Background: an optimization exercise with open tools, aiming at small area, a short achievable clock period and few clock cycles per item. Do not read the settings as production practice.
Function was checked by simulation only, so behaviour that the tests miss may differ from the original.

==> flow/design.v <==
`timescale 1ns/1ps
module tw_rows (
   input  logic [2:0]  n,
   input  logic        neg,       
   input  logic [15:0] b,
   input  logic [8:0]  su,
   input  logic [8:0]  df,
   output logic [8:0]  h_re, l_re,
   output logic        c_re,
   output logic [8:0]  h_im, l_im,
   output logic        c_im
);
   logic [15:0] br, bi, s9, d9;
   logic [15:0] r1, r2, r3, r4, r5, q1, q2, q3, q4, q5;
   logic [15:0] pc, qc;
   assign br = {{8{b[7]}},  b[7:0]};
   assign bi = {{8{b[15]}}, b[15:8]};
   assign s9 = {{7{su[8]}}, su};
   assign d9 = {{7{df[8]}}, df};
   always_comb begin
      case (n[1:0])
         2'd0: begin
            r1 = br << 6; r2 = '0; r3 = '0; r4 = '0; r5 = '0; pc = '0;
            q1 = bi << 6; q2 = '0; q3 = '0; q4 = '0; q5 = '0; qc = '0;
         end
         2'd1: begin
            r1 = br << 6; r2 = ~br << 2; r3 = ~br; r4 = bi << 4; r5 = bi << 3;
            pc = 16'd5;
            q1 = bi << 6; q2 = ~bi << 2; q3 = ~bi; q4 = ~br << 4; q5 = ~br << 3;
            qc = 16'd29;
         end
         2'd2: begin
            r1 = s9 << 5; r2 = s9 << 3; r3 = s9 << 2; r4 = s9; r5 = '0; pc = '0;
            q1 = d9 << 5; q2 = d9 << 3; q3 = d9 << 2; q4 = d9; q5 = '0; qc = '0;
         end
         default: begin
            r1 = bi << 6; r2 = ~bi << 2; r3 = ~bi; r4 = br << 4; r5 = br << 3;
            pc = 16'd5;
            q1 = ~br << 6; q2 = br << 2; q3 = br; q4 = bi << 4; q5 = bi << 3;
            qc = 16'd64;
         end
      endcase
   end
   logic        nr, ni;
   assign nr = neg;
   assign ni = n[2] ? ~neg : neg;
   logic [15:0] xr1, xr2, xr3, xr4, xr5, xrc, xi1, xi2, xi3, xi4, xi5, xic;
   always_comb begin
      if (n[2]) begin
         xr1 = q1; xr2 = q2; xr3 = q3; xr4 = q4; xr5 = q5; xrc = qc;
         xi1 = r1; xi2 = r2; xi3 = r3; xi4 = r4; xi5 = r5; xic = pc;
      end else begin
         xr1 = r1; xr2 = r2; xr3 = r3; xr4 = r4; xr5 = r5; xrc = pc;
         xi1 = q1; xi2 = q2; xi3 = q3; xi4 = q4; xi5 = q5; xic = qc;
      end
   end
   logic [15:0] kr, ki;
   assign kr = nr ? (16'd68 - xrc) : xrc;
   assign ki = (ni ? (16'd5 - xic) : xic) + (neg ? 16'd63 : 16'd0);
   tw_tree u_tr (.x1(xr1 ^ {16{nr}}), .x2(xr2 ^ {16{nr}}), .x3(xr3 ^ {16{nr}}),
                 .x4(xr4 ^ {16{nr}}), .x5(xr5 ^ {16{nr}}), .k(kr),
                 .h(h_re), .l(l_re), .cy(c_re));
   tw_tree u_ti (.x1(xi1 ^ {16{ni}}), .x2(xi2 ^ {16{ni}}), .x3(xi3 ^ {16{ni}}),
                 .x4(xi4 ^ {16{ni}}), .x5(xi5 ^ {16{ni}}), .k(ki),
                 .h(h_im), .l(l_im), .cy(c_im));
endmodule
module tw_tree (
   input  logic [15:0] x1, x2, x3, x4, x5, k,
   output logic [8:0]  h,
   output logic [8:0]  l,
   output logic        cy
);
   logic [15:0] s1, c1, s2, c2, s3, c3, s4, c4;
   csa16 u1 (.x(x1), .y(x2), .z(x3), .s(s1), .c(c1));
   csa16 u2 (.x(x4), .y(x5), .z(k),  .s(s2), .c(c2));
   csa16 u3 (.x(s1), .y(c1), .z(s2), .s(s3), .c(c3));
   csa16 u4 (.x(s3), .y(c3), .z(c2), .s(s4), .c(c4));
   cs_scale u_sc (.s(s4), .c(c4), .h(h), .l(l), .cy(cy));
endmodule
`timescale 1ns/1ps
module bf_w0 (
   input  logic [15:0] a,
   input  logic [15:0] b,
   output logic [15:0] s,
   output logic [15:0] d
);
   logic [8:0] sr, si, dr, di;
   assign sr = {a[7],  a[7:0]}  + {b[7],  b[7:0]};
   assign si = {a[15], a[15:8]} + {b[15], b[15:8]};
   assign dr = {a[7],  a[7:0]}  - {b[7],  b[7:0]};
   assign di = {a[15], a[15:8]} - {b[15], b[15:8]};
   assign s  = {si[8:1], sr[8:1]};
   assign d  = {di[8:1], dr[8:1]};
endmodule
module bf_w4 (
   input  logic [15:0] a,
   input  logic [15:0] b,
   output logic [15:0] s,
   output logic [15:0] d
);
   logic [8:0] sr, si, dr, di;
   assign sr = {a[7],  a[7:0]}  + {b[15], b[15:8]};
   assign si = {a[15], a[15:8]} - {b[7],  b[7:0]};
   assign dr = {a[7],  a[7:0]}  - {b[15], b[15:8]};
   assign di = {a[15], a[15:8]} + {b[7],  b[7:0]};
   assign s  = {si[8:1], sr[8:1]};
   assign d  = {di[8:1], dr[8:1]};
endmodule
module csa16 (
   input  logic [15:0] x,
   input  logic [15:0] y,
   input  logic [15:0] z,
   output logic [15:0] s,
   output logic [15:0] c
);
   assign s = x ^ y ^ z;
   assign c = {((x[14:0] & y[14:0]) | (x[14:0] & z[14:0]) | (y[14:0] & z[14:0])), 1'b0};
endmodule
module cs_scale (
   input  logic [15:0] s,
   input  logic [15:0] c,
   output logic [8:0]  h,
   output logic [8:0]  l,
   output logic        cy
);
   logic [6:0] lo;
   assign lo = {1'b0, s[5:0]} + {1'b0, c[5:0]};
   assign h  = s[14:6];
   assign l  = c[14:6];
   assign cy = lo[6];
endmodule
module mul_w2_cs #(parameter bit ROT = 1'b0) (
   input  logic [15:0] b,
   output logic [8:0]  ph_re, pl_re,
   output logic        pc_re,
   output logic [8:0]  ph_im, pl_im,
   output logic        pc_im
);
   logic [15:0] br, bi, nbr, nbi;
   assign br  = {{8{b[7]}},  b[7:0]};
   assign bi  = {{8{b[15]}}, b[15:8]};
   assign nbr = ~br;
   assign nbi = ~bi;
   logic [15:0] xp, yp, xq, yq, kp, kq;
   assign xp = ROT ? nbr : br;
   assign yp = bi;
   assign kp = ROT ? 16'd45 : 16'd0;
   assign xq = ROT ? nbi : bi;
   assign yq = nbr;
   assign kq = ROT ? 16'd90 : 16'd45;
   logic [15:0] sp, cp, sq, cq;
   mul45x2 u_p (.x(xp), .y(yp), .k(kp), .s(sp), .c(cp));
   mul45x2 u_q (.x(xq), .y(yq), .k(kq), .s(sq), .c(cq));
   cs_scale u_sp (.s(sp), .c(cp), .h(ph_re), .l(pl_re), .cy(pc_re));
   cs_scale u_sq (.s(sq), .c(cq), .h(ph_im), .l(pl_im), .cy(pc_im));
endmodule
module mul45x2 (
   input  logic [15:0] x,
   input  logic [15:0] y,
   input  logic [15:0] k,
   output logic [15:0] s,
   output logic [15:0] c
);
   logic [15:0] s1, c1, s2, c2, s3, c3, s4, c4, s5, c5;
   csa16 u1 (.x(x << 5), .y(x << 3), .z(x << 2), .s(s1), .c(c1));
   csa16 u2 (.x(y << 5), .y(y << 3), .z(y << 2), .s(s2), .c(c2));
   csa16 u3 (.x(x),      .y(y),      .z(k),      .s(s3), .c(c3));
   csa16 u4 (.x(s1),     .y(c1),     .z(s2),     .s(s4), .c(c4));
   csa16 u5 (.x(c2),     .y(s3),     .z(c3),     .s(s5), .c(c5));
   logic [15:0] s6, c6;
   csa16 u6 (.x(s4),     .y(c4),     .z(s5),     .s(s6), .c(c6));
   csa16 u7 (.x(s6),     .y(c6),     .z(c5),     .s(s),  .c(c));
endmodule
`timescale 1ns/1ps
module fft_dit_top (
   input  logic        clk,
   input  logic        rst_n,
   input  logic [15:0] in_x,
   input  logic        in_nd,
   output logic [15:0] out_x,
   output logic        out_nd,
   output logic        overflow
);
   logic [15:0] x_q;
   logic        v;           
   logic [3:0]  cnt;         
   always_ff @(posedge clk) x_q <= in_x;
   always_ff @(posedge clk or negedge rst_n) begin
      if (!rst_n) begin
         v   <= 1'b0;
         cnt <= '0;
      end else begin
         v <= in_nd;
         if (v) cnt <= cnt + 4'd1;
      end
   end
   logic [15:0] d8 [8];
   logic [15:0] d4 [4];
   logic [15:0] c1s, c1d;
   bf_w0 u_bf0 (.a(d8[7]), .b(x_q), .s(c1s), .d(c1d));
   always_ff @(posedge clk) begin
      if (v) begin
         d8[0] <= cnt[3] ? c1d : x_q;
         for (int n = 1; n < 8; n++) d8[n] <= d8[n-1];
         d4[0] <= c1s;
         for (int n = 1; n < 4; n++) d4[n] <= d4[n-1];
      end
   end
   logic [15:0] g_in [4];
   bf_w0 u_bf1a (.a(d4[3]), .b(c1s), .s(g_in[0]), .d(g_in[2]));
   bf_w4 u_bf1b (.a(d8[3]), .b(c1d), .s(g_in[1]), .d(g_in[3]));
   logic [15:0] y_q [4];
   logic        yv;
   logic [1:0]  yj;
   always_ff @(posedge clk) begin
      for (int k = 0; k < 4; k++) y_q[k] <= g_in[k];
      yj <= cnt[1:0];
   end
   always_ff @(posedge clk or negedge rst_n) begin
      if (!rst_n) yv <= 1'b0;
      else        yv <= v & cnt[3] & cnt[2];
   end
   logic [15:0] ya [4];
   logic [15:0] yb [4];
   logic [15:0] da [4];
   logic [15:0] db [4];
   logic [15:0] s2s [4];
   logic [15:0] s2d [4];
   logic [15:0] a02 [2];
   assign a02[0] = yj[0] ? yb[0] : ya[0];
   assign a02[1] = yj[0] ? yb[2] : ya[2];
   bf_w0 u_bf2g0 (.a(a02[0]), .b(y_q[0]), .s(s2s[0]), .d(s2d[0]));
   bf_w4 u_bf2g2 (.a(a02[1]), .b(y_q[2]), .s(s2s[2]), .d(s2d[2]));
   logic [8:0]  ph_re [2], pl_re [2], ph_im [2], pl_im [2];
   logic        pc_re [2], pc_im [2];
   logic [8:0]  qh_re [2], ql_re [2], qh_im [2], ql_im [2];
   logic        qc_re [2], qc_im [2];
   logic        pv;         
   logic        ph;         
   logic [15:0] a13 [2];
   mul_w2_cs #(1'b0) u_m2g1 (.b(y_q[1]),
      .ph_re(ph_re[0]), .pl_re(pl_re[0]), .pc_re(pc_re[0]),
      .ph_im(ph_im[0]), .pl_im(pl_im[0]), .pc_im(pc_im[0]));
   mul_w2_cs #(1'b1) u_m2g3 (.b(y_q[3]),
      .ph_re(ph_re[1]), .pl_re(pl_re[1]), .pc_re(pc_re[1]),
      .ph_im(ph_im[1]), .pl_im(pl_im[1]), .pc_im(pc_im[1]));
   always_ff @(posedge clk) begin
      for (int i = 0; i < 2; i++) begin
         qh_re[i] <= ph_re[i]; ql_re[i] <= pl_re[i]; qc_re[i] <= pc_re[i];
         qh_im[i] <= ph_im[i]; ql_im[i] <= pl_im[i]; qc_im[i] <= pc_im[i];
      end
      ph <= yj[0];
   end
   always_ff @(posedge clk or negedge rst_n) begin
      if (!rst_n) pv <= 1'b0;
      else        pv <= yv & yj[1];
   end
   assign a13[0] = ph ? yb[1] : ya[1];
   assign a13[1] = ph ? yb[3] : ya[3];
   for (genvar i = 0; i < 2; i++) begin : g_s2b
      logic [8:0] sr, si, dr, di;
      assign sr = {a13[i][7],  a13[i][7:0]}  + qh_re[i] + ql_re[i] + qc_re[i];
      assign si = {a13[i][15], a13[i][15:8]} + qh_im[i] + ql_im[i] + qc_im[i];
      assign dr = {a13[i][7],  a13[i][7:0]}  - qh_re[i] - ql_re[i] - qc_re[i];
      assign di = {a13[i][15], a13[i][15:8]} - qh_im[i] - ql_im[i] - qc_im[i];
      assign s2s[2*i+1] = {si[8:1], sr[8:1]};
      assign s2d[2*i+1] = {di[8:1], dr[8:1]};
   end
   always_ff @(posedge clk) begin
      for (int k = 0; k < 4; k += 2) begin
         if (yv) begin
            if (!yj[0]) ya[k] <= yj[1] ? s2s[k] : y_q[k];
            else        yb[k] <= yj[1] ? s2s[k] : y_q[k];
            if (yj == 2'd2) da[k] <= s2d[k];
            if (yj == 2'd3) db[k] <= s2d[k];
         end
      end
      for (int k = 1; k < 4; k += 2) begin
         if (yv & ~yj[1]) begin
            if (!yj[0]) ya[k] <= y_q[k];
            else        yb[k] <= y_q[k];
         end
         if (pv) begin
            if (!ph) begin
               ya[k] <= s2s[k];
               da[k] <= s2d[k];
            end else begin
               yb[k] <= s2s[k];
               db[k] <= s2d[k];
            end
         end
      end
   end
   logic        st;          
   logic        r_act;
   logic [3:0]  r_m;         
   logic [3:0]  m_r;
   logic        r_v;
   logic [15:0] sb, sg;
   logic [15:0] b_q;
   logic [8:0]  su_q, df_q;
   logic [3:0]  m_q;         
   logic        m_v;
   logic [15:0] sa;
   assign st  = yv & (yj == 2'd3);
   assign r_v = st | r_act;
   assign m_r = st ? 4'd0 : r_m;
   assign sg = m_r[2] ? db[m_r[1:0]] : yb[m_r[1:0]];
   always_comb begin
      if (m_r == 4'd0)      sb = s2s[0];
      else if (m_r == 4'd1) sb = s2s[1];
      else                  sb = sg;
   end
   always_ff @(posedge clk) begin
      b_q  <= sb;
      su_q <= {sg[7], sg[7:0]} + {sg[15], sg[15:8]};
      df_q <= {sg[15], sg[15:8]} - {sg[7], sg[7:0]};
      m_q  <= m_r;
   end
   always_ff @(posedge clk or negedge rst_n) begin
      if (!rst_n) begin
         r_act <= 1'b0;
         r_m   <= '0;
         m_v   <= 1'b0;
      end else begin
         m_v <= r_v;
         if (st) begin
            r_act <= 1'b1;
            r_m   <= 4'd1;
         end else if (r_act) begin
            r_m <= r_m + 4'd1;
            if (&r_m) r_act <= 1'b0;
         end
      end
   end
   assign sa = m_q[2] ? da[m_q[1:0]] : ya[m_q[1:0]];
   logic [8:0]  th_re, tl_re, th_im, tl_im;
   logic        tc_re, tc_im;
   tw_rows u_tw (.n(m_q[2:0]), .neg(m_q[3]), .b(b_q), .su(su_q), .df(df_q),
                 .h_re(th_re), .l_re(tl_re), .c_re(tc_re),
                 .h_im(th_im), .l_im(tl_im), .c_im(tc_im));
   logic [15:0] a_q;
   logic [8:0]  h_re_q, l_re_q, h_im_q, l_im_q;
   logic        c_re_q, c_im_q;
   logic        a_v;
   logic        al;
   always_ff @(posedge clk) begin
      a_q    <= sa;
      h_re_q <= th_re; l_re_q <= tl_re; c_re_q <= tc_re;
      h_im_q <= th_im; l_im_q <= tl_im; c_im_q <= tc_im;
      al     <= &m_q;
   end
   logic [8:0] o_re, o_im;
   assign o_re = {a_q[7],  a_q[7:0]}  + h_re_q + l_re_q + c_re_q;
   assign o_im = {a_q[15], a_q[15:8]} + h_im_q + l_im_q + c_im_q;
   logic ol;
   always_ff @(posedge clk) begin
      out_x <= {o_im[8:1], o_re[8:1]};
      ol    <= al;
   end
   always_ff @(posedge clk or negedge rst_n) begin
      if (!rst_n) begin
         a_v    <= 1'b0;
         out_nd <= 1'b0;
      end else begin
         a_v    <= m_v;
         out_nd <= a_v;
      end
   end
   logic [1:0] ost;
   logic       f_in, f_out;
   assign f_in  = v & (cnt == 4'd0);
   assign f_out = out_nd & ol;
   always_ff @(posedge clk or negedge rst_n) begin
      if (!rst_n) begin
         ost      <= '0;
         overflow <= 1'b0;
      end else begin
         ost <= ost + {1'b0, f_in} - {1'b0, f_out};
         if (f_in && ost == 2'd2 && !f_out) overflow <= 1'b1;
      end
   end
endmodule
==> flow/run.sh <==
#!/bin/bash
# synth_recipe.tcl (not shown) runs the flow's synth.tcl, then flattens the netlist and writes it again
# the make line also repeats each setting of config.mk as NAME=value (left out here)
make -C /OpenROAD-flow-scripts/flow DESIGN_CONFIG=/design/flow/config.mk WORK_HOME=/design/flow/orfs CLKGATE_MAP_FILE= SYNTH_SCRIPT=/design/flow/synth_recipe.tcl finish
==> flow/config.mk <==
export PLATFORM = sky130hd
export DESIGN_NAME = fft_dit_top
export DESIGN_NICKNAME = fft_dit_top
export VERILOG_FILES = /design/flow/design.v
export SDC_FILE = /design/flow/constraint.sdc
export NUM_CORES = 4
export LEC_CHECK = 0
export CAP_MARGIN = 20
export CORE_MARGIN = 2
export CORE_UTILIZATION = 40
export SETUP_SLACK_MARGIN = 4.5
export SLEW_MARGIN = 20
==> flow/constraint.sdc <==
create_clock -name core_clock -period 9.0 [get_ports {clk}]
set_input_delay 1.8000 -clock core_clock [delete_from_list [all_inputs] [get_ports {clk}]]
set_output_delay 1.8000 -clock core_clock [all_outputs]
set_load 0.01 [all_outputs]
==> results of run 1 <==
-- worst register-to-register path: cells and delay by family, from the launching register on --
| kind | cells | cell delay, ns |
|---|---|---|
| adders and majority gates | 6 | 2.54 |
| DFF | 1 | 0.42 |
| xor gates and xnor gates | 1 | 0.16 |
| and+or+nand+nor | 1 | 0.14 |
| AOI/OAI and AO/OA | 3 | 0.57 |
| buffers and inverters | 5 | 0.41 |
-- cell families after synthesis --
| group | after synthesis | synth area share, % |
|---|---|---|
| AOI/OAI and AO/OA | 836 | 11.0 |
| xor gates and xnor gates | 347 | 6.20 |
| adders and majority gates | 768 | 25.1 |
| buffers and inverters | 835 | 6.57 |
| DFF | 734 | 38.0 |
| muxes | 208 | 5.30 |
| other | 1 | 0.00765 |
| and+or+nand+nor | 808 | 7.75 |
-- final cells by class --
class                   count  area [sq um]
fillers                 11500         67700
multi-input cells        2972         27200
flip-flops and latches    734         18700
inverters                 655          2470
clock buffers             111          2350
well taps                1625          2030
repair buffers             86           848
clock inverters            41           392
diodes                      4          10.0
-- routing by layer --
layer	track usage (%)	vias to the layer above	part of all wire, %
met4	6.77	0	3.6
li1	-	15200	-
met2	36.1	830	48
met5	0	-	0
met3	2.96	214	4.6
met1	28.5	16100	44
-- path summary, 6_finish.rpt --
path	end	slack, ns	cells after the start
setup reg to reg	c_im_q$_DFF_P_	4.63	16
setup / recovery	c_im_q$_DFF_P_	4.63	16
hold / removal	ol$_DFF_P_	0.33	0
max in group asynchronous	v$_DFF_PN0_	7.18	2
hold reg to reg	ol$_DFF_P_	0.33	0
min in group asynchronous	v$_DFF_PN0_	1.52	2
-- per-stage QoR --
step                      worst slack [ns]  instance area (sq um)  cells
after global routing                  4.36                  54000   6224
final                                 4.63                  54000   6228
after detailed placement              4.04                  50900   6052
after global placement                4.05                  50900   6052
after floorplan                       4.51                  49100   4541
after CTS                             4.20                  53800   6207
-- repair_timing --
item,4_1_cts,5_1_grt
pin swaps,1,1
gates resized for setup,3,9
setup buffers,3,17
gates cloned,0,0
hold buffers,0,0
setup endpoints to repair,14,29
-- synthesized netlist by cell type (19+ instances only) --
| library cell | number |
|---|---|
| mux2_2 | 70 |
| o21bai_1 | 32 |
| inv_1 | 651 |
| o21ai_0 | 183 |
| mux4_2 | 32 |
| clkbuf_1 | 107 |
| nor2_1 | 223 |
| or2_2 | 22 |
| nand3_1 | 50 |
| a211oi_1 | 50 |
| fa_1 | 361 |
| nor2b_1 | 69 |
| and2_1 | 19 |
| xor2_1 | 55 |
| a21oi_1 | 250 |
| nor3_1 | 39 |
| nand2b_1 | 43 |
| mux2i_1 | 101 |
| nand2_1 | 268 |
| a21o_1 | 48 |
| o21a_1 | 25 |
| dfxtp_1 | 332 |
| xnor2_1 | 292 |
| edfxtp_1 | 384 |
| ha_1 | 406 |
| a31oi_1 | 35 |
| buf_1 | 21 |
| buf_2 | 46 |
-- state kept, by name (all words and copies together) (netlist names), 18 cells and up --
register  cells
qh_re        18
d8          128
y_q          64
ql_im        18
da           64
qh_im        18
yb           64
d4           64
ya           64
ql_re        18
db           64
==> key figures, run 1 <==
CTS
  – Skew-Pair Late Insertion Delay: 0.67 ns
  – CTS tree: yes
  – CTS buffer count: 81
  – Clock Sinks: 734
  – Clock transition at path regs: 0.06 ns
  – Root Driver: clkbuf_16
  – H-Tree Depth: 3
  – CTS max path bufs: 3

Floorplan
  – Row Count: 128
  – Die X: 354 um
  – Die Span Y: 354 um
  – Core ar.: 122000 sq um
  – DIE AREA: 125000 sq um
  – Effective utilization at floorplan: 40.3%
  – IO Count: 37

Flow run
  – Max-cap viol count: 0

Synthesis
  – EDFF count, synth: 384
  – Ranking of synthesized cells by area: edfxtp_1 (24%), fa_1 (15%), dfxtp_1 (14%), ha_1 (10%), xnor2_1 (5.2%)
  – Synth Warn #: 43
  – Number of synthesized register bits: 734
  – FFs w/ async S/R, synth: 2.45%
  – Yosys top cell by area: edfxtp_1
  – Post-synth cell types: 90
  – Top-area cell type share of the netlist area: 23.5%
  – Cells after Synth: 4537
  – Syn Area/Cell: 10.8 sq um
  – Post-synthesis cell area: 49000 sq um
  – Predominant post-synthesis flop cell: edfxtp_1
  – Sequential fraction of the synthesis area: 38.0%

Critical path
  – Slowest CP cell: fa_1
  – WS Path Type: flop to flop
  – R2r startpoint: m_q[2]$_DFF_P_
  – Worst path max stage delay: 0.54 ns
  – Critical Path RT: 9.52 ns
  – WP data arrival: 4.88 ns
  – Worst path cell trace: buf_4 -> o21ai_1 -> xnor2_1 -> ha_2 -> fa_1 -> inv_1 -> fa_1 -> inv_1 -> fa_1 -> inv_1 -> fa_1 -> inv_1 -> ha_1 -> nor2b_1 -> a2111oi_1 -> a21oi_1
  – Worst setup startpoint: m_q[2]$_DFF_P_
  – CP bufs+invs: 5
  – CP Launch Type: flop
  – Crit-path leading delay family: adder cells
  – Critical Path Fanout Max: 8
  – CP Capture Type: flop

Drt
  – Drt wl/cell: 21.7 um
  – 1st-iter DRT viols: 2698
  – Final wirelength: 135000 um
  – Via-to-Cell Ratio: 5.21
  – Vias: 32400
  – Antenna Violating Nets Remaining: 0
  – Residual DRC count: 0
  – First drt pass iteration count: 8

Timing
  – Slew @ Worst Pin: 1.06 ns
  – Worst clock skew: 0.0300 ns
  – Setup TNS: 0 ns
  – RSZ-0062 raised after global routing: yes
  – Max Freq: 229 MHz
  – Slew HR: 27.3%
  – Final Hold Viols: 0
  – Setup Viol. Count Final: 0
  – Minimum clock period: 4.37 ns
  – Final max-slew violation count: 0
  – Hold_ws: 0.333 ns
  – Fin crit share: 48.5%

Hold path
  – HP Class: flop to flop
  – Hold path startpoint: al$_DFF_P_

Global route
  – Pin count of the biggest net entering global routing: 83
  – Gr usage total: 21.4%
  – Initial antenna violation count: 2
  – Grt total ovfl: 0
  – First-pass GRT wire length: 203000 um
  – Vias in the first global route: 32300

Final layout
  – Layout cell share with drive strength beyond 1: 8.09%
  – Layout Utilization: 44.3%
  – Layout Nets: 5316
  – Commonest non-fill, non-tap cell in the layout: inv_1
  – Most frequent cells in the layout: inv_1 (647), ha_1 (404), edfxtp_1 (384)
  – Syn-to-layout area delta: 10.1%

Placed design
  – DP Wirelength: 105000 um
  – Number of port buffers: 36
  – Gpl congestion: 0.928

Status
  – Status: complete, no violations
Testbench counts, summed over its fixed seeds: cycles 6,848, frames 384.
==> inputs of run 2 (changes only) <==
--- a/flow/config.mk
+++ b/flow/config.mk
@@ -6,7 +6,8 @@
 export NUM_CORES = 4
 export LEC_CHECK = 0
+export ABC_CLOCK_PERIOD_IN_PS = 3500
 export CAP_MARGIN = 20
 export CORE_MARGIN = 2
 export CORE_UTILIZATION = 40
-export SETUP_SLACK_MARGIN = 4.5
+export SETUP_SLACK_MARGIN = 5
 export SLEW_MARGIN = 20
==> run 2 against run 1 <==
  * Still clean
  * Fmax rose by 4.7%
  * Synthesized area did not move
  * Design area rose by 1.4%
  * Wire length rose by 1.8%
  * Register-to-register slack improved by 0.20 ns
  * Worst setup slack improved by 0.20 ns
  * Clock-buffer cell count fell by 7
  * First-iteration DRC count rose by 3.4%
  * Critical endpoint unchanged
==> key figures, run 2 <==
Synthesis
  – Post-synth cell types: 90
  – Post-synthesis cell area: 49000 sq um
  – Sequential fraction of the synthesis area: 38.0%
  – Synth Warn #: 43
  – Largest family of logic cells by synthesized area: adder cells
  – Adder-cell area share of the yosys netlist: 25.1%
  – Number of synthesized register bits: 734
  – Synth Area in XOR/XNOR: 6.20%
  – Mux share of post-synthesis cell area: 5.30%
  – Top-area cell type share of the netlist area: 23.5%
  – Ranking of synthesized cells by area: edfxtp_1 (24%), fa_1 (15%), dfxtp_1 (14%), ha_1 (10%), xnor2_1 (5.2%)
  – Post-Synth Simple-Gate Area: 7.75%
  – EDFF count, synth: 384
  – Post-synthesis compound-gate area fraction: 11.0%
  – FFs w/ async S/R, synth: 2.45%
  – Yosys top cell by area: edfxtp_1
  – List of most frequent post-synthesis cells: inv_1 (651), ha_1 (406), edfxtp_1 (384)
  – Cells after Synth: 4537
  – Syn Area/Cell: 10.8 sq um
  – Predominant post-synthesis flop cell: edfxtp_1
  – Most frequent cell after synthesis: inv_1

Critical path
  – CP Launch Type: flop
  – Critical Path RT: 9.53 ns
  – WS Path Type: flop to flop
  – Critical Path Fanout Max: 5
  – WP data arrival: 4.70 ns
  – Reg2Reg Setup Slack: 4.83 ns
  – CP Capture Type: flop

Timing
  – RSZ-0062 raised after global routing: yes
  – Minimum clock period: 4.17 ns
  – Final max-slew violation count: 0
  – Max Freq: 240 MHz
  – Fin crit share: 46.4%
  – Setup TNS: 0 ns
  – Slew @ Worst Pin: 1.05 ns
  – Final Hold Viols: 0
  – Worst clock skew: 0.0367 ns
  – Slew HR: 29.2%
  – Setup Viol. Count Final: 0

CTS
  – H-Tree Depth: 3
  – CTS buffer count: 83
  – CTS max path bufs: 3
  – Root Driver: clkbuf_16
  – Clock transition at path regs: 0.07 ns
  – CTS tree: yes
  – Clock Sinks: 734
  – Skew-Pair Late Insertion Delay: 0.68 ns
  – CTS Hold Bufs: 0

Final layout
  – Layout fillers: 11400
  – Max FFs per register: 128
  – Final non-filler cell total: 6244
  – Layout Nets: 5333
  – Layout cell share with drive strength beyond 1: 9.12%
  – Largest reg by FF count: d8
  – Commonest non-fill, non-tap cell in the layout: inv_1
  – Syn-to-layout area delta: 11.7%
  – Post-route cell area: 54700 sq um
  – Most frequent cells in the layout: inv_1 (644), ha_1 (404), edfxtp_1 (384)

Global route
  – Grt total ovfl: 0
  – Pin count of the biggest net entering global routing: 82
  – Vias in the first global route: 32500
  – Gr usage total: 21.9%
  – Initial antenna violation count: 4
  – First-pass GRT wire length: 206000 um

Drt
  – Antenna Violating Nets Remaining: 0
  – Via-to-Cell Ratio: 5.24
  – Drt wl/cell: 22.0 um
  – First drt pass iteration count: 6
  – Residual DRC count: 0
  – Vias: 32700
  – 1st-iter DRT viols: 2791
  – Final wirelength: 137000 um

Placed design
  – Placed cells: 6053
  – Number of port buffers: 36
  – Gpl congestion: 0.956
  – DP Wirelength: 107000 um
  – Placement Cell Area: 51000 sq um

Hold path
  – HP Class: flop to flop

Flow run
  – Max-cap viol count: 0

Floorplan
  – Die Span Y: 354 um
  – IO Count: 37
  – Die X: 354 um
  – Row Count: 128
  – Core ar.: 122000 sq um
  – Effective utilization at floorplan: 40.3%
  – DIE AREA: 125000 sq um

Status
  – Status: complete, no violations
-- run 2: cell counts after synthesis --
No cell type changed its count.
-- run 2: per-stage QoR --
step | setup WS [ns] | utilization (%) | hold slack, ns
after detailed placement | 3.50 | 41.9 | 0.318
after floorplan | 4.71 | - | 0.310
after global routing | 4.70 | 45.0 | 0.347
final | 4.83 | 45.0 | 0.333
after global placement | 3.65 | 41.9 | 0.321
after CTS | 4.73 | 44.8 | 0.338
-- run 2: final timing paths --
| kind | startpoint | to | cells after the start |
|---|---|---|---|
| hold reg to reg | al$_DFF_P_ | ol$_DFF_P_ | 0 |
| min in group asynchronous | rst_n | ost[1]$_DFF_PN0_ | 2 |
| setup / recovery | m_q[2]$_DFF_P_ | c_im_q$_DFF_P_ | 15 |
| max in group asynchronous | rst_n | r_m[3]$_DFFE_PN0P_ | 2 |
| setup reg to reg | m_q[2]$_DFF_P_ | c_im_q$_DFF_P_ | 15 |
| hold / removal | al$_DFF_P_ | ol$_DFF_P_ | 0 |
-- run 2: worst max-delay path, stage by stage (launching register included) --
cell	delay (ns)
dfxtp_4	0.44
ha_4	0.26
xnor2_4	0.16
ha_4	0.17
fa_1	0.49
inv_2	0.04
fa_1	0.49
inv_2	0.04
fa_1	0.55
inv_2	0.05
fa_1	0.50
inv_1	0.04
ha_1	0.27
nor2b_4	0.14
a2111oi_4	0.28
a21oi_1	0.10
-- run 2: kinds of logic after synthesis --
group           after synthesis
mux                         208
buf+inv                     835
flops                       734
simple gates                808
compound gates              836
other cells                   1
xor+xnor                    347
fa+ha+maj                   768
-- run 2: layout make-up --
class                      count  area, sq um  area share, %
inverter                     655         2470           4.51
timing repair buffer         101         1240           2.26
antenna                        1         2.50        0.00457
sequential                   734        18700           34.1
clock buffer                 104         2280           4.17
tap                         1625         2030           3.71
multi-input combinational   2972        27400           50.1
clock inverter                52          632           1.15
-- run 2: repair_timing --
item	CTS	global route
pin swaps	4	7
gates resized for setup	44	33
setup endpoints to repair	80	56
setup buffers	19	5
gates cloned	5	4
-- run 2: routing by layer --
layer / routed length, um / track usage (%) / share of wire, % / vias to the layer above
met5: 0 / 0 / 0 / -
met4: 5840 / 8.20 / 4.3 / 0
met3: 6990 / 2.99 / 5.1 / 251
met2: 65400 / 36.3 / 48 / 961
met1: 59000 / 29.0 / 43 / 16200
li1: - / - / - / 15300
==> inputs of run 3 (changes only) <==
--- a/flow/config.mk
+++ b/flow/config.mk
@@ -9,5 +9,6 @@
 export CAP_MARGIN = 20
 export CORE_MARGIN = 2
-export CORE_UTILIZATION = 40
+export CORE_UTILIZATION = 65
+export PLACE_DENSITY = 0.75
 export SETUP_SLACK_MARGIN = 5
 export SLEW_MARGIN = 20
==> run 3 against run 2 <==
  * Largest cell class unchanged
  * Global-route usage increased by 12 points
  * Flip-flop and latch count unchanged
  * First-iteration DRC count rose by 25%
  * Critical path type unchanged
  * Highest routed layer is now met5
  * Non-clock buffer count decreased by 13
  * The layout now fails its checks (antenna rules)
  * Worst hold slack improved by 0.017 ns
==> key figures, run 3 <==
Status
  – Status: finished with violations
  – Layout check faults: antenna rules

Critical path
  – Critical Path RT: 9.54 ns
  – Worst path max stage delay: 0.54 ns
  – Reg2Reg Capture Point: c_im_q$_DFF_P_
  – Slowest CP cell: fa_1
  – Worst path cell trace: ha_4 -> xnor2_4 -> ha_4 -> fa_1 -> a31oi_4 -> xnor2_1 -> fa_1 -> fa_1 -> inv_1 -> fa_1 -> ha_2 -> o21a_1 -> nor2_1 -> a21oi_1
  – Critical Path Fanout Max: 4
  – CP Capture Type: flop
  – Reg2Reg Setup Slack: 4.98 ns
  – CP Launch Type: flop
  – WS Path Type: flop to flop
  – R2R depth: 14
  – WP data arrival: 4.56 ns
  – Most frequent CP cell: fa_1
  – R2r startpoint: m_q[2]$_DFF_P_

Synthesis
  – EDFF count, synth: 384
  – Most frequent cell after synthesis: inv_1
  – Post-synth cell types: 90
  – List of most frequent post-synthesis cells: inv_1 (651), ha_1 (406), edfxtp_1 (384)
  – Synth Warn #: 43
  – Sequential fraction of the synthesis area: 38.0%
  – FFs w/ async S/R, synth: 2.45%
  – Post-synthesis cell area: 49000 sq um
  – Ranking of synthesized cells by area: edfxtp_1 (24%), fa_1 (15%), dfxtp_1 (14%), ha_1 (10%), xnor2_1 (5.2%)
  – Number of synthesized register bits: 734
  – Yosys top cell by area: edfxtp_1
  – Cells after Synth: 4537
  – Top-area cell type share of the netlist area: 23.5%
  – Predominant post-synthesis flop cell: edfxtp_1
  – Syn Area/Cell: 10.8 sq um

CTS
  – CTS buffer count: 78
  – Clock Sinks: 734
  – H-Tree Depth: 3
  – CTS tree: yes
  – Root Driver: clkbuf_16
  – Skew-Pair Late Insertion Delay: 0.66 ns
  – CTS Hold Bufs: 0
  – Clock transition at path regs: 0.06 ns
  – CTS max path bufs: 3

Final layout
  – Layout cell share with drive strength beyond 1: 8.72%
  – Most frequent cells in the layout: inv_1 (647), ha_1 (403), edfxtp_1 (384)
  – Max FFs per register: 128
  – Commonest non-fill, non-tap cell in the layout: inv_1
  – Largest reg by FF count: d8
  – Layout fillers: 5373
  – Syn-to-layout area delta: 8.89%
  – Layout Nets: 5316

Global route
  – Gr usage total: 34.3%
  – Pin count of the biggest net entering global routing: 78
  – Vias in the first global route: 33300
  – Grt total ovfl: 0
  – Initial antenna violation count: 4
  – First-pass GRT wire length: 199000 um

Hold path
  – WHS Endpoint: ol$_DFF_P_
  – HP Class: flop to flop
  – Hold path startpoint: al$_DFF_P_
  – Hold Path Depth: 0

Floorplan
  – Core ar.: 74600 sq um
  – DIE AREA: 77600 sq um
  – Die X: 279 um
  – IO Count: 37
  – Effective utilization at floorplan: 65.7%
  – Die Span Y: 279 um
  – Row Count: 100

Drt
  – Residual DRC count: 0
  – First drt pass iteration count: 8
  – Vias: 33500
  – Via-to-Cell Ratio: 6.01
  – Final wirelength: 131000 um
  – Antenna Violating Nets Remaining: 1
  – 1st-iter DRT viols: 3501
  – Drt wl/cell: 23.5 um

Placed design
  – DP Wirelength: 98400 um
  – Number of port buffers: 36
  – Gpl congestion: 0.991

Timing
  – RSZ-0062 raised after global routing: yes
  – Slew HR: 30.7%
  – Final max-slew violation count: 0
  – Worst clock skew: 0.0401 ns
  – Hold_ws: 0.349 ns
  – Fin crit share: 44.7%
  – Max Freq: 249 MHz
  – Final Hold Viols: 0
  – Setup TNS: 0 ns
  – Slew @ Worst Pin: 1.04 ns
  – Setup Viol. Count Final: 0
  – Minimum clock period: 4.02 ns

Flow run
  – Max-cap viol count: 0
[run 3: worst max-delay path, delay by kind of cell (launching register included)]
| kind | cells | cell delay [ns] |
|---|---|---|
| compound gates | 3 | 0.40 |
| buf+inv | 1 | 0.05 |
| fa+ha+maj | 7 | 2.60 |
| flops | 1 | 0.44 |
| simple gates | 1 | 0.08 |
| xor+xnor | 2 | 0.31 |
[run 3: worst max-delay path by stage]
| stage | cells after the start | slack, ns | startpoint | endpoint |
|---|---|---|---|---|
| floorplan | 17 | 4.71 | m_q[3]$_DFF_P_ | c_im_q$_DFF_P_ |
| global placement | 13 | 3.72 | m_q[0]$_DFF_P_ | c_re_q$_DFF_P_ |
| detailed placement | 13 | 3.67 | m_q[0]$_DFF_P_ | c_re_q$_DFF_P_ |
| CTS | 14 | 4.84 | m_q[1]$_DFF_P_ | c_re_q$_DFF_P_ |
| global route | 13 | 4.84 | m_q[2]$_DFF_P_ | c_re_q$_DFF_P_ |
| finish | 14 | 4.98 | m_q[2]$_DFF_P_ | c_im_q$_DFF_P_ |
[run 3: timing repair]
action                     in CTS  in global routing
cloned                          1                  2
setup endpoints to repair      81                 48
resized for setup              33                 41
setup buffers                  21                  1
hold endpoints to repair        0                  0
pin swaps                       6                  9
[run 3: area by class of cell]
cell class	instances	area (sq um)	share of cell area [%]
well taps	969	1210	2.27
clock buffers	98	2130	4.00
repair buffers	88	956	1.79
clock inverters	48	495	0.929
multi-input cells	2973	27400	51.4
inverters	655	2480	4.65
diodes	6	15.0	0.0281
flip-flops and latches	734	18700	35.0
[run 3: stage by stage]
stage,instances,worst slack (ns),cell area [sq um],util (%)
floorplan,4541,4.71,49200,-
global placement,5394,3.72,50100,67.2
detailed placement,5394,3.67,50100,67.2
global route,5565,4.84,53300,71.5
CTS,5562,4.84,53200,71.3
finish,5571,4.98,53400,71.6
[run 3: kinds of logic (layout without fill, tap and decap cells)]
| kind of cell | Yosys count | in the layout | share of synthesized area [%] |
|---|---|---|---|
| AOI/OAI and AO/OA | 836 | 836 | 11.0 |
| buffers and inverters | 835 | 889 | 6.57 |
| and+or+nand+nor | 808 | 809 | 7.75 |
| adders and majority gates | 768 | 768 | 25.1 |
| DFF | 734 | 734 | 38.0 |
| xor gates and xnor gates | 347 | 347 | 6.20 |
| muxes | 208 | 208 | 5.30 |
| other | 1 | 11 | 0.00765 |
[run 3: metal layers]
layer,wire (um),up-vias,GRT usage (%)
met5,13,-,0
met4,8360,2,18.9
met3,11000,359,6.08
met2,60100,1468,55.0
met1,51300,16400,44.7
li1,-,15200,-

==> separate check: timing with driven ports <==
Ports are ideal in the flow. The routed layouts listed here were re-timed in OpenROAD.
Step 1 assumes that a clkbuf_16 drives the clock port and a buf_2 every other input.
Step 2 moves the port delays by t, midway between the first and last clock arrival at a register: inputs arrive t later, outputs are due t later. That takes back most of the time a late clock gives input paths.
Three values: ideal, step 1, step 2; two values: the first two.
| run | shift t [ns] | setup slack, ns | worst setup path at the end |
|---|---|---|---|
| run 1 | 0.720 | 4.632 / 4.632 / 4.632 | register to register |
| run 2 | 0.730 | 4.828 / 4.828 / 4.828 | register to register |
| run 3 | 0.707 | 4.981 / 4.981 / 4.981 | register to register |
